This design comes from an exercise in tuning for small area and a short achievable clock period on the open sky130 flow, not from production work.
Power is estimated from default activity; no workload was simulated.

Setup of 12-21:
==> flow/design.v (excerpt) <==
module gamma_interp_11bit #(
  parameter int OUT_W = 10
) (
  input  logic             clk,
  input  logic             rst_n,
  input  logic             i_hs,
  input  logic             i_vs,
  input  logic [4:0]       idx,
  input  logic [10:0]      pixel_in,
  input  logic [10:0]      lowLevel,
  input  logic [10:0]      highLevel,
  input  logic             lut_we,
  input  logic [5:0]       lut_addr,
  input  logic [OUT_W-1:0] lut_wdata,
  input  logic             lut_commit,
  output logic             commit_pending,
  output logic             o_hs,
  output logic             o_vs,
  output logic [OUT_W-1:0] pix_out
);
  localparam int N = 33;
  function automatic logic [9:0] ramp(input int k);
    logic [31:0] v;
    v = 32'(k) * 32;
    if (v > 1023) v = 1023;
    ramp = v[9:0];
  endfunction
  logic [9:0] r_shadow [N];
  logic [9:0] r_active [N];
  logic       r_act_ramp;    
  logic       r_pend;
  logic       r_vs_prev;
  logic       w_copy;
  assign w_copy         = r_pend & r_vs_prev & ~i_vs;
  assign commit_pending = r_pend;
  always_ff @(posedge clk or negedge rst_n) begin
    if (!rst_n) begin
      r_pend    <= 1'b0;
      r_vs_prev <= 1'b0;
    end else begin
      r_pend    <= lut_commit | (r_pend & ~w_copy);
      r_vs_prev <= i_vs;
    end
  end
  logic [N-1:0] r_sramp;
  logic [N-1:0] w_we;
  logic [N-1:0] w_cs, w_cr;    
  logic         w_hold;
  always_comb
    for (int k = 0; k < N; k++) w_we[k] = lut_we & (lut_addr == 6'(k));
  always_ff @(posedge clk or negedge rst_n) begin
    if (!rst_n) r_sramp <= '1;
    else        r_sramp <= r_sramp & ~w_we;
  end
  always_ff @(posedge clk)
    for (int k = 0; k < N; k++)
      r_shadow[k] <= ({10{w_we[k]}} & lut_wdata) | ({10{~w_we[k]}} & r_shadow[k]);
  always_ff @(posedge clk or negedge rst_n) begin
    if (!rst_n) r_act_ramp <= 1'b1;
    else if (w_copy) r_act_ramp <= 1'b0;
  ...
Size: about 4000 cells after synthesis, ~73 I/O pins.
Settings: LEC_CHECK=0, ABC_AREA=1, CAP_MARGIN=20, CORE_MARGIN=2, CORE_UTILIZATION=40, CTS_CLUSTER_DIAMETER=80, CTS_CLUSTER_SIZE=25, SLEW_MARGIN=60, SYNTH_HIERARCHICAL=1, TNS_END_PERCENT=20; clock period 10.0 ns.
standard.sh (not shown) runs the stock make flow with config.mk's settings and CLKGATE_MAP_FILE= SYNTH_SCRIPT=/design/flow/synth_recipe.tcl, a recipe that flattens the netlist after the stock synthesis.
==> flow/flow/run.sh <==
#!/bin/bash
set -euo pipefail
mapfile -t EXTRA < <(grep -v '^#' flow/extra.txt | grep .)
bash standard.sh "${EXTRA[@]}" finish > standard.log 2>&1
==> flow/flow/extra.txt <==
SETUP_SLACK_MARGIN=7.0
ADDER_MAP_FILE=
BUFFER_PORTS_ARGS=-buffer_cell sky130_fd_sc_hd__buf_4
Modified inputs, 02-15 compared to 12-21
--- a/flow/design.v
+++ b/flow/design.v
@@ -68,38 +68,45 @@
                      ({10{w_hold}} & r_active[k]);
   logic [329:0] w_act;
   logic [9:0]   w_ye, w_yo;
   logic [10:0]  w_d, w_w;
   always_comb
     for (int k = 0; k < N; k++) w_act[10*k +: 10] = r_active[k];
   gi_read u_read (.idx(idx), .ramp(r_act_ramp), .act(w_act), .ye(w_ye), .yo(w_yo));
   gi_sub11 u_subd (.a(pixel_in), .b(lowLevel), .y(w_d));
   gi_sub11 u_subw (.a(highLevel), .b(lowLevel), .y(w_w));
-  logic [3:0]  w_s;
-  gi_log2 u_log2 (.w(w_w), .s(w_s));
   logic [9:0]  r_ye_1, r_yo_1;
   logic        r_b_1;
   logic [10:0] r_d_1;
-  logic [3:0]  r_s_1;
+  logic [10:0] r_w_1;
   logic        r_wz_1;
   logic        r_blank_1;
   always_ff @(posedge clk) begin
     r_ye_1 <= w_ye;
     r_yo_1 <= w_yo;
     r_b_1  <= idx[0];
     r_d_1  <= w_d;
-    r_s_1  <= w_s;
+    r_w_1  <= w_w;
     r_wz_1 <= (highLevel == lowLevel);
   end
   always_ff @(posedge clk or negedge rst_n) begin
     if (!rst_n) r_blank_1 <= 1'b1;
     else        r_blank_1 <= ~(i_hs & i_vs);
   end
+  logic [10:0] w_top;
+  logic [3:0]  w_s;
+  always_comb begin
+    for (int k = 0; k < 11; k++) w_top[k] = r_w_1[k] & ~|(r_w_1 >> (k + 1));
+    for (int b = 0; b < 4; b++) begin
+      w_s[b] = 1'b0;
+      for (int k = 0; k < 11; k++) if ((k >> b) & 1) w_s[b] = w_s[b] | w_top[k];
+    end
+  end
   logic [9:0]         w_y0, w_y1;
   logic [10:0]        w_x;
   logic [12:0]        w_db;
   logic [5:0]         w_one, w_two, w_ng;
   logic [11:0]        w_pp0, w_pp1, w_pp2, w_pp3, w_pp4, w_pp5;
   logic [22:0]        w_sa, w_sb;
   assign w_y0  = r_b_1 ? r_yo_1 : r_ye_1;
   assign w_y1  = r_b_1 ? r_ye_1 : r_yo_1;
   assign w_db  = r_wz_1 ? 13'b0 : {1'b0, r_d_1, 1'b0};
@@ -504,19 +511,19 @@
   assign w_sb[22] = 1'b0;
   logic [22:0] r_sa_2, r_sb_2;
   logic [9:0]  r_y0_2;
   logic [3:0]  r_s_2;
   logic        r_blank_2;
   always_ff @(posedge clk) begin
     r_sa_2 <= w_sa;
     r_sb_2 <= w_sb;
     r_y0_2 <= w_y0;
-    r_s_2  <= r_s_1;
+    r_s_2  <= w_s;
   end
   always_ff @(posedge clk or negedge rst_n) begin
     if (!rst_n) r_blank_2 <= 1'b1;
     else        r_blank_2 <= r_blank_1;
   end
   logic [22:0] w_ta, w_tb, w_t;
   logic [9:0]  w_pix;
   assign w_ta = r_sa_2;
   assign w_tb = r_sb_2;
@@ -1027,22 +1034,9 @@
   assign y[3] = (m_p3 ^ m_g2_2);
   assign y[4] = (m_p4 ^ m_g3_2);
   assign y[5] = (m_p5 ^ m_g4_3);
   assign y[6] = (m_p6 ^ m_g5_3);
   assign y[7] = (m_p7 ^ m_g6_3);
   assign y[8] = (m_p8 ^ m_g7_3);
   assign y[9] = (m_p9 ^ m_g8_4);
   assign y[10] = (m_p10 ^ m_g9_4);
 endmodule
-module gi_log2 (
-  input  logic [10:0] w,
-  output logic [3:0]  s
-);
-  logic [10:0] top;
-  always_comb begin
-    for (int k = 0; k < 11; k++) top[k] = w[k] & ~|(w >> (k + 1));
-    for (int b = 0; b < 4; b++) begin
-      s[b] = 1'b0;
-      for (int k = 0; k < 11; k++) if ((k >> b) & 1) s[b] = s[b] | top[k];
-    end
-  end
-endmodule
==> comparison <==
- Final count of negative-setup-slack endpoints came out exactly the same in 12-21 and 02-15.
- Summary of 02-15 over 12-21: sequential power about even, total routed wirelength down about 0.6%, clock-buffer cell count rose 1.6%, switching power share of the total went down by 0.78 points, via count of the first global-routing pass held.
- Looking at flop-to-flop setup slack, 02-15 sits above 12-21.
- | fmax | 02-15 vs 12-21 | 3.6 MHz higher |
- Summary of 02-15 over 12-21: share of power burned in registers went up 1.9 points; global-route usage held; number of signal-net buffers in the layout went down; area after detailed placement went up 0.30%.
- [diff] overall power of the completed layout, 02-15 relative to 12-21: improvement
- For 12-21, the cell at the slowest stage of the critical path was nor2_2, unlike 02-15, where it was dfrtp_1.
No functional check of the RTL was part of any run of this note.

==> afterwards: timing with drivers on the ports <==
The flow's constraints put no driver on any port. The routed layouts listed below were extracted and timed again, unchanged, in two steps.
Step 1, drivers: a clkbuf_16 drives clk and a buf_2 each remaining input, both assumed.
Step 2 times the ports against the registers' clock, not the clock port: input delays grow and output delays shrink by t, the midpoint of the rising clock arrivals with the driver on.
a / b / c = ideal ports / drivers / drivers and shift; a / b = the first two.
run | t (ns) | slack for setup (ns) | slew at the worst register clock pin (ns)
12-21 | 0.688 | 6.801 / 6.772 / 6.133 | 0.10 / 0.10
02-15 | 0.684 | 6.837 / 6.766 / 6.185 | 0.10 / 0.10
After both steps setup and hold are still met in every run listed. For 12-21, which loses most, drivers alone change the setup slack by -0.029 ns; drivers and shift together by -0.668 ns.
